This is an optimization exercise on Yosys and OpenROAD, whose aim is small area, a short achievable clock period and few clock cycles per item, not a production implementation. RTL that was checked went through simulation tests only; none was proved equivalent to the original. Power is estimated from default activity; no workload was simulated.

==> flow/design.v <==
`timescale 1ns / 1ps
`default_nettype none
package gtod_pkg;
  typedef enum logic [1:0] {
    OP_TICK = 2'd0,
    OP_PPS  = 2'd1,
    OP_BYTE = 2'd2
  } op_t;
  typedef struct packed {
    logic [4:0] hours;
    logic [5:0] minutes;
    logic [5:0] seconds;
  } hms_t;
  typedef struct packed {
    logic valid;
    hms_t tod;
  } load_t;
  localparam logic [7:0] CHAR_G     = 8'h47;
  localparam logic [7:0] CHAR_A     = 8'h41;
  localparam logic [7:0] CHAR_COMMA = 8'h2C;
  localparam logic [4:0] UTC_OFFSET_RESET      = 5'd1;
  localparam logic [7:0] REPORT_INTERVAL_RESET = 8'd5;
endpackage
`default_nettype wire
`timescale 1ns / 1ps
`default_nettype none
module gtod_nmea_parser (
  input  wire logic           clk,
  input  wire logic           rst_n,
  input  wire logic           byte_valid,
  input  wire logic [7:0]     rx_byte,
  input  wire logic [4:0]     utc_offset,
  output gtod_pkg::load_t     load
);
  localparam logic [1:0] ST_SCAN = 2'd0;   
  localparam logic [1:0] ST_G    = 2'd1;   
  localparam logic [1:0] ST_GA   = 2'd2;   
  localparam logic [1:0] ST_CAPT = 2'd3;   
  logic [2:0] idx_r;    
  logic [1:0] st_r;
  logic [4:0] p0_r;     
  logic [5:0] p1_r;     
  logic [8:0] p2_r;     
  logic       is_comma;
  logic [8:0] tens;
  logic [9:0] psum;
  logic [5:0] pair_top;
  logic [5:0] pair;
  logic [6:0] h_sum;
  logic [4:0] hh;
  logic [4:0] hload_r;  
  assign is_comma = rx_byte == gtod_pkg::CHAR_COMMA;
  always_comb begin
    if (rx_byte <= 8'd27) begin
      tens = 9'd0;
    end else if (rx_byte >= 8'd59) begin
      tens = 9'd318;
    end else begin
      tens = 9'({rx_byte[5:0], 3'b0} + {2'b0, rx_byte[5:0], 1'b0} - 9'd272);
    end
  end
  always_comb begin
    pair_top = (idx_r[2:1] == 2'd0) ? 6'd23 : 6'd59;
    psum     = {1'b0, p2_r} + {2'b0, rx_byte};
    if (psum[9:8] == 2'd0) begin
      pair = 6'd0;
    end else if (psum[9] || psum[7:0] > {2'b0, pair_top}) begin
      pair = pair_top;
    end else begin
      pair = psum[5:0];
    end
  end
  always_comb begin
    h_sum = {2'b0, p0_r} + {{2{utc_offset[4]}}, utc_offset} + 7'd24;
    if (h_sum >= 7'd48) begin
      hh = 5'(h_sum - 7'd48);
    end else if (h_sum >= 7'd24) begin
      hh = 5'(h_sum - 7'd24);
    end else begin
      hh = h_sum[4:0];
    end
  end
  assign load.valid       = byte_valid && idx_r == 3'd6;
  always_ff @(posedge clk) begin
    hload_r <= hh;
  end
  assign load.tod.hours   = hload_r;
  assign load.tod.minutes = p1_r;
  assign load.tod.seconds = p2_r[5:0];
  always_ff @(posedge clk) begin
    if (!rst_n) begin
      idx_r <= 3'd0;
      st_r  <= ST_SCAN;
    end else if (byte_valid && idx_r != 3'd7) begin
      if (idx_r == 3'd6) begin
        idx_r <= 3'd7;
      end else if (st_r == ST_CAPT) begin
        if (is_comma) begin
          st_r <= ST_SCAN;
        end
        idx_r <= idx_r + 3'd1;
      end else if (st_r == ST_GA && is_comma) begin
        st_r  <= ST_CAPT;
        idx_r <= 3'd0;
      end else if (rx_byte == gtod_pkg::CHAR_G) begin
        st_r <= ST_G;
      end else if (st_r == ST_G && rx_byte == gtod_pkg::CHAR_A) begin
        st_r <= ST_GA;
      end else begin
        st_r <= ST_SCAN;
      end
    end
  end
  always_ff @(posedge clk) begin
    if (byte_valid && idx_r[2:1] != 2'd3 && st_r == ST_CAPT) begin
      if (!idx_r[0]) begin
        p0_r <= p1_r[4:0];
        p1_r <= p2_r[5:0];
        p2_r <= tens;
      end else begin
        p2_r <= {3'b0, pair};
      end
    end
  end
endmodule
`default_nettype wire
`timescale 1ns / 1ps
`default_nettype none
module gtod_clock_core (
  input  wire logic             clk,
  input  wire logic             rst_n,
  input  wire logic             evt_valid,
  input  wire gtod_pkg::op_t    evt_op,
  input  wire gtod_pkg::load_t  load,
  input  wire logic [7:0]       report_interval,
  output logic                  res_valid,
  output logic                  res_valid_nxt,
  input  wire logic             res_ready,
  output logic [79:0]           res_data
);
  logic            running_r;
  gtod_pkg::hms_t  board_r;
  logic [9:0]      board_ms_r;
  gtod_pkg::hms_t  gps_r;
  logic [31:0]     acc_r;       
  logic [7:0]      phase_r;
  logic            pend_r;
  logic            tick;
  logic            pps;
  logic            ms_wrap;
  logic            take;
  function automatic gtod_pkg::hms_t add_second(input gtod_pkg::hms_t t);
    gtod_pkg::hms_t r;
    logic s_top, m_top, h_top;
    s_top = &{t.seconds[5:3], t.seconds[1:0]};
    m_top = &{t.minutes[5:3], t.minutes[1:0]};
    h_top = t.hours[4] && (&t.hours[2:0]);
    r.seconds = s_top ? 6'd0 : t.seconds + 6'd1;
    r.minutes = !s_top ? t.minutes : m_top ? 6'd0 : t.minutes + 6'd1;
    r.hours   = !(s_top && m_top) ? t.hours : h_top ? 5'd0 : t.hours + 5'd1;
    add_second = r;
  endfunction
  assign tick    = evt_valid && evt_op == gtod_pkg::OP_TICK && running_r;
  assign pps     = evt_valid && evt_op == gtod_pkg::OP_PPS;
  assign ms_wrap = &{board_ms_r[9:5], board_ms_r[2:0]};
  assign take    = pend_r && res_ready;
  assign res_valid = pend_r;
  assign res_valid_nxt = rst_n && (pps && phase_r == 8'd0 || pend_r && !res_ready);
  assign res_data  = {4'b0, acc_r, gps_r.seconds, gps_r.minutes, gps_r.hours, board_ms_r,
                      board_r.seconds, board_r.minutes, board_r.hours};
  always_ff @(posedge clk) begin
    if (!rst_n) begin
      running_r  <= 1'b0;
      board_r    <= '0;
      board_ms_r <= 10'd0;
      gps_r      <= '0;
      acc_r      <= 32'd0;
      phase_r    <= 8'd0;
      pend_r     <= 1'b0;
    end else begin
      if (tick) begin
        board_ms_r <= ms_wrap ? 10'd0 : board_ms_r + 10'd1;
        if (ms_wrap) begin
          board_r <= add_second(board_r);
        end
      end
      if (tick) begin
        acc_r <= acc_r - 32'd1;
      end else if (pps && running_r) begin
        acc_r <= acc_r + 32'd1000;
      end else if (take) begin
        acc_r <= 32'd0;
      end
      if (pps) begin
        running_r <= 1'b1;
        gps_r     <= add_second(gps_r);
        phase_r   <= ({1'b0, phase_r} + 9'd1 >= {1'b0, report_interval}) ? 8'd0
                                                                       : phase_r + 8'd1;
      end
      pend_r <= res_valid_nxt;
      if (load.valid) begin
        board_r <= load.tod;
        gps_r   <= load.tod;
      end
    end
  end
endmodule
`default_nettype wire
`timescale 1ns / 1ps
`default_nettype none
module gps_synced_time_of_day_clock_top (
  input  wire logic        clk,
  input  wire logic        rst_n,
  input  wire logic        in_tvalid,
  output logic             in_tready,
  input  wire logic [7:0]  in_tdata,    
  input  wire logic [1:0]  in_tuser,    
  output logic             out_tvalid,
  input  wire logic        out_tready,
  output logic [79:0]      out_tdata,
  input  wire logic        cfg_psel,
  input  wire logic        cfg_penable,
  input  wire logic        cfg_pwrite,
  input  wire logic [2:0]  cfg_paddr,
  input  wire logic [31:0] cfg_pwdata,
  output logic [31:0]      cfg_prdata,
  output logic             cfg_pready
);
  logic            in_valid_r;
  gtod_pkg::op_t   in_op_r;
  logic [7:0]      in_byte_r;
  logic [4:0]      utc_offset_r;
  logic [7:0]      report_interval_r;
  logic [7:0]      rdata_r;
  logic            wrote_r;
  logic            advance;
  logic            in_valid_nxt;
  logic            out_valid_nxt;
  logic            cfg_wr;
  gtod_pkg::load_t load;
  assign cfg_pready = 1'b1;
  assign cfg_wr     = cfg_psel && cfg_penable && cfg_pwrite;
  assign advance    = in_valid_r && !out_tvalid && !wrote_r;
  assign in_valid_nxt = rst_n && (in_tvalid || !in_tready);
  always_ff @(posedge clk) begin
    in_tready <= !(in_valid_nxt && (out_valid_nxt || cfg_wr));
    wrote_r   <= cfg_wr;
  end
  always_ff @(posedge clk) begin
    rdata_r <= cfg_paddr[2] ? report_interval_r : {3'd0, utc_offset_r};
  end
  assign cfg_prdata = {24'd0, rdata_r};
  always_ff @(posedge clk) begin
    if (!rst_n) begin
      utc_offset_r      <= gtod_pkg::UTC_OFFSET_RESET;
      report_interval_r <= gtod_pkg::REPORT_INTERVAL_RESET;
    end else if (cfg_wr) begin
      if (!cfg_paddr[2]) begin
        utc_offset_r <= cfg_pwdata[4:0];
      end else begin
        report_interval_r <= cfg_pwdata[7:0];
      end
    end
  end
  always_ff @(posedge clk) begin
    in_valid_r <= in_valid_nxt;
  end
  always_ff @(posedge clk) begin
    if (in_tready) begin
      in_op_r   <= gtod_pkg::op_t'(in_tuser);
      in_byte_r <= in_tdata;
    end
  end
  gtod_nmea_parser u_parser (
    .clk        (clk),
    .rst_n      (rst_n),
    .byte_valid (advance && in_op_r == gtod_pkg::OP_BYTE),
    .rx_byte    (in_byte_r),
    .utc_offset (utc_offset_r),
    .load       (load)
  );
  gtod_clock_core u_core (
    .clk             (clk),
    .rst_n           (rst_n),
    .evt_valid       (advance),
    .evt_op          (in_op_r),
    .load            (load),
    .report_interval (report_interval_r),
    .res_valid       (out_tvalid),
    .res_valid_nxt   (out_valid_nxt),
    .res_ready       (out_tready),
    .res_data        (out_tdata)
  );
endmodule
`default_nettype wire
==> flow/config.mk <==
export PLATFORM = sky130hd
export DESIGN_NAME = gps_synced_time_of_day_clock_top
export DESIGN_NICKNAME = gps_synced_time_of_day_clock_top
export VERILOG_FILES = /design/flow/design.v
export SDC_FILE = /design/flow/constraint.sdc
export NUM_CORES = 4
export LEC_CHECK = 0
export CAP_MARGIN = 20
export CORE_MARGIN = 2
export CORE_UTILIZATION = 40
export CTS_BUF_LIST = sky130_fd_sc_hd__clkbuf_8
export SETUP_SLACK_MARGIN = 4.5
export SLEW_MARGIN = 20
==> flow/constraint.sdc <==
create_clock -name core_clock -period 7.0 [get_ports {clk}]
set_input_delay 1.4000 -clock core_clock [delete_from_list [all_inputs] [get_ports {clk}]]
set_output_delay 1.4000 -clock core_clock [all_outputs]
set_load 0.01 [all_outputs]
standard.sh (not shown) runs the stock make flow with config.mk's settings and CLKGATE_MAP_FILE= SYNTH_SCRIPT=/design/flow/synth_recipe.tcl, a recipe that flattens the netlist after the stock synthesis.
==> flow/flow/run.sh <==
#!/bin/bash
# Standard layout with two changes: plain buf_1 cells as port buffers (instead of the
# default delay buffers), and a clock tree of clkbuf_8 cells without dummy loads.
set -euo pipefail
export BUFFER_PORTS_ARGS="-buffer_cell sky130_fd_sc_hd__buf_1"
export CTS_ARGS="-sink_clustering_enable -repair_clock_nets -dont_use_dummy_load -buf_list sky130_fd_sc_hd__clkbuf_8"
bash standard.sh > standard.log 2>&1
The baseline produced a clean layout.
==> next run, changes <==
Settings changed: ABC_AREA from default to 1.
Effect: The new run produced a clean layout. Total power increases by 0.87%. Design area climbs by 4.8%. First-iteration DRC count goes up by 17%. Clock-buffer cell count is unchanged. Synthesized area goes up by about 13%. Clock skew goes up by 3.4 ps. Synthesized cell count goes up by about 35%. Die area came out higher by 12%. Setup slack improves by 230 ps. Via count grows by 18%. Sequential share of layout area came out lower by 1.4 points.
Function was not checked in any run of this note: the RTL went through the layout flow alone.


Another version of the RTL of gps_synced_time_of_day_clock_top (not shown whole).
Size in the first run: roughly 1,200 cells after synthesis, ~150 flip-flops, roughly 170 I/O pins, about 8600 sq um of cells after synthesis.
==> flow/config.mk <==
export PLATFORM = sky130hd
export DESIGN_NAME = gps_synced_time_of_day_clock_top
export DESIGN_NICKNAME = gps_synced_time_of_day_clock_top
export VERILOG_FILES = /design/flow/design.v
export SDC_FILE = /design/flow/constraint.sdc
export NUM_CORES = 4
export LEC_CHECK = 0
export ABC_AREA = 1
export CAP_MARGIN = 20
export CORE_MARGIN = 2
export CORE_UTILIZATION = 40
export CTS_BUF_LIST = sky130_fd_sc_hd__clkbuf_8
export SETUP_SLACK_MARGIN = 4.58
export SLEW_MARGIN = 20
==> flow/constraint.sdc <==
create_clock -name core_clock -period 7.0 [get_ports {clk}]
set_input_delay 1.4000 -clock core_clock [delete_from_list [all_inputs] [get_ports {clk}]]
set_output_delay 1.4000 -clock core_clock [all_outputs]
set_load 0.01 [all_outputs]
Scripts as last shown in full above: flow/flow/run.sh
Testbench counts at the start, summed over its fixed seeds: cycles 78,482, items 78,338.
==> next run, changes <==
SETUP_SLACK_MARGIN = 4.5   (was 4.58)
What happened: Hold slack improved by 14 ps; cell count shrinks by 0.38%; synthesized cell count does not change; sequential share of layout area is lower by 0.10 points; setup slack gets worse by 86 ps; register-to-register slack is worse by 100 ps.
==> next run, changes <==
==> flow/flow/run.sh (replaced) <==
#!/bin/bash
# Standard layout with two changes: plain buf_1 cells as port buffers (instead of the
# default delay buffers), and a clock tree of clkbuf_8 cells under a clkbuf_16 root,
# without dummy loads. ORFS writes each step's log under orfs/logs; standard.log has the rest.
set -euo pipefail
export BUFFER_PORTS_ARGS="-buffer_cell sky130_fd_sc_hd__buf_1"
export CTS_ARGS="-sink_clustering_enable -repair_clock_nets -dont_use_dummy_load -buf_list sky130_fd_sc_hd__clkbuf_8 -root_buf sky130_fd_sc_hd__clkbuf_16"
bash standard.sh > standard.log 2>&1
SETUP_SLACK_MARGIN = 4.58   (was 4.5)
=> Setup slack gains 73 ps. Sequential share of layout area came out lower by 0.21 points. Flip-flop and latch count is unchanged. Global-route usage fell by 0.28 points. Total power increases slightly. Clock skew rises by 8.3 ps. Synthesized area is unchanged.
==> next run, changes <==
==> flow/flow/run.sh (replaced) <==
#!/bin/bash
# Standard layout with two changes: plain buf_1 cells as port buffers (instead of the
# default delay buffers), and a clock tree of clkbuf_8 cells without dummy loads.
set -euo pipefail
export BUFFER_PORTS_ARGS="-buffer_cell sky130_fd_sc_hd__buf_1"
export CTS_ARGS="-sink_clustering_enable -repair_clock_nets -dont_use_dummy_load -buf_list sky130_fd_sc_hd__clkbuf_8"
bash standard.sh > standard.log 2>&1
SETUP_SLACK_MARGIN = 4.65   (was 4.58)
The new run produced a clean layout.
Area after synthesis is unchanged.
Combinational power came out higher by about 6%.
Maximum frequency came out higher by 2.2%.
Non-clock buffer count came out higher by 70.
Via count came out higher by 3.0%.
Worst setup slack is better by 50 ps.
Synthesized cell count stays the same.
Utilization came out higher by 5.5 points.
Routed wire length came out higher by 4.2%.
Worst hold slack is better by 11 ps.


Another version of the RTL of gps_synced_time_of_day_clock_top (not shown whole).
Size in the first run: roughly 1100 cells after synthesis, about 130 flip-flops, about 170 I/O pins.
## gps_synced_time_of_day_clock_top
module gps_synced_time_of_day_clock_top (
  input  wire logic        clk,
  input  wire logic        rst_n,
  input  wire logic        in_tvalid,
  output logic             in_tready,
  input  wire logic [7:0]  in_tdata,    
  input  wire logic [1:0]  in_tuser,    
  output logic             out_tvalid,
  input  wire logic        out_tready,
  output logic [79:0]      out_tdata,
  input  wire logic        cfg_psel,
  input  wire logic        cfg_penable,
  input  wire logic        cfg_pwrite,
  input  wire logic [2:0]  cfg_paddr,
  input  wire logic [31:0] cfg_pwdata,
  output logic [31:0]      cfg_prdata,
  output logic             cfg_pready
);
  logic            in_valid_r;
  gtod_pkg::op_t   in_op_r;
  logic [7:0]      in_byte_r;
  logic [4:0]      utc_offset_r;
  logic [7:0]      report_interval_r;
  logic            rd_sel_r;
  logic            advance;
  logic            cfg_wr;
  gtod_pkg::load_t load;
  assign cfg_pready = 1'b1;
  assign cfg_wr     = cfg_psel && cfg_penable && cfg_pwrite;
  assign advance    = in_valid_r && !out_tvalid;
  assign in_tready  = !in_valid_r || !out_tvalid;
  always_ff @(posedge clk) begin
    rd_sel_r <= cfg_paddr[2];
  end
  assign cfg_prdata = rd_sel_r ? {24'd0, report_interval_r} : {27'd0, utc_offset_r};
  always_ff @(posedge clk) begin
    if (!rst_n) begin
      utc_offset_r      <= gtod_pkg::UTC_OFFSET_RESET;
      report_interval_r <= gtod_pkg::REPORT_INTERVAL_RESET;
    end else if (cfg_wr) begin
      if (!cfg_paddr[2]) begin
        utc_offset_r <= cfg_pwdata[4:0];
      end else begin
        report_interval_r <= cfg_pwdata[7:0];
      end
    end
  end
  always_ff @(posedge clk) begin
    if (!rst_n) begin
      in_valid_r <= 1'b0;
    end else if (in_tready) begin
      in_valid_r <= in_tvalid;
  ...
clock: 7.0 ns
lec_check: 0
abc_clock_period_in_ps: 2800
cap_margin: 20
core_margin: 2
core_utilization: 40
setup_slack_margin: 4.2
slew_margin: 20
run.sh (not shown) runs the stock make flow with config.mk's settings and CLKGATE_MAP_FILE= SYNTH_SCRIPT=/design/flow/synth_recipe.tcl, a recipe that flattens the netlist after the stock synthesis.
Stock flow here: none of the scripts above is used.
Testbench counts at the start, summed over its fixed seeds: cycles 78,422, items 78,338.
Change:
- ABC_CLOCK_PERIOD_IN_PS: 2800 -> not set
- SETUP_SLACK_MARGIN: 4.2 -> not set
=> Cell area went down by 7.1%; final cell count decreases by 2.3%; total power went up by 0.51%; sequential share of layout area grows by 1.1 points; core utilization shrinks by 3.7 points; synthesized area stays the same; global-route usage came out lower by 0.41 points; worst hold slack gets worse by 0.0041 ns.
Change:
- SETUP_SLACK_MARGIN: not set -> 4.2
After rerunning: Power is lower slightly; via count goes up slightly; die area is unchanged; worst hold slack gains 0.0041 ns; clock-buffer cell count is lower by 3; wire length is higher by a few percent; sequential share of layout area went down by 1.1 points; global-route usage is higher by 0.41 points; combinational power rose by a quarter to a third; first-iteration DRC count drops by roughly a tenth.

re-timing with driven ports:
The flow's constraints put no driver on any port. The routed layouts listed below were extracted and timed again, unchanged, in two steps. Step 1 (the two cells are an assumption about what drives the block):
set clk [get_ports {clk}]
set_driving_cell -lib_cell sky130_fd_sc_hd__clkbuf_16 $clk
set_driving_cell -lib_cell sky130_fd_sc_hd__buf_2 [delete_from_list [all_inputs] $clk]
Step 2 times the ports against the registers' clock, not the clock port: input delays grow and output delays shrink by t, the midpoint of the rising clock arrivals with the driver on. a / b / c = ideal / step 1 / step 2; a / b = the first two.
run	t (ns)	slack for setup (ns)	hold WS [ns]	latest minus earliest clock arrival (ns)	worst data-port slew with drivers (ns)
the first run of note 1	0.485	4.215 / 4.215 / 4.146	0.458 / 0.458 / 0.458	0.032 / 0.032	0.03
the second run of note 1	0.477	4.448 / 4.448 / 4.244	0.428 / 0.428 / 0.428	0.036 / 0.036	0.07
the first run of note 2	0.471	4.632 / 4.592 / 4.240	0.400 / 0.400 / 0.400	0.036 / 0.037	0.07
the second run of note 2	0.471	4.546 / 4.506 / 4.213	0.414 / 0.414 / 0.414	0.039 / 0.040	0.06
the third run of note 2	0.405	4.620 / 4.574 / 4.269	0.401 / 0.401 / 0.401	0.037 / 0.038	0.07
the fourth run of note 2	0.478	4.670 / 4.629 / 4.301	0.412 / 0.412 / 0.412	0.042 / 0.043	0.05
the first run of note 3	0.466	3.078 / 3.078 / 3.078	0.477 / 0.477 / 0.477	0.012 / 0.012	0.05
the second run of note 3	0.455	1.905 / 1.905 / 1.905	0.473 / 0.473 / 0.473	0.008 / 0.008	0.05
the third run of note 3	0.466	3.078 / 3.078 / 3.078	0.477 / 0.477 / 0.477	0.012 / 0.012	0.05
After both steps setup and hold are still met in every run listed. For the first run of note 2, which loses most, drivers alone change the setup slack by -0.040 ns; drivers and shift together by -0.392 ns.
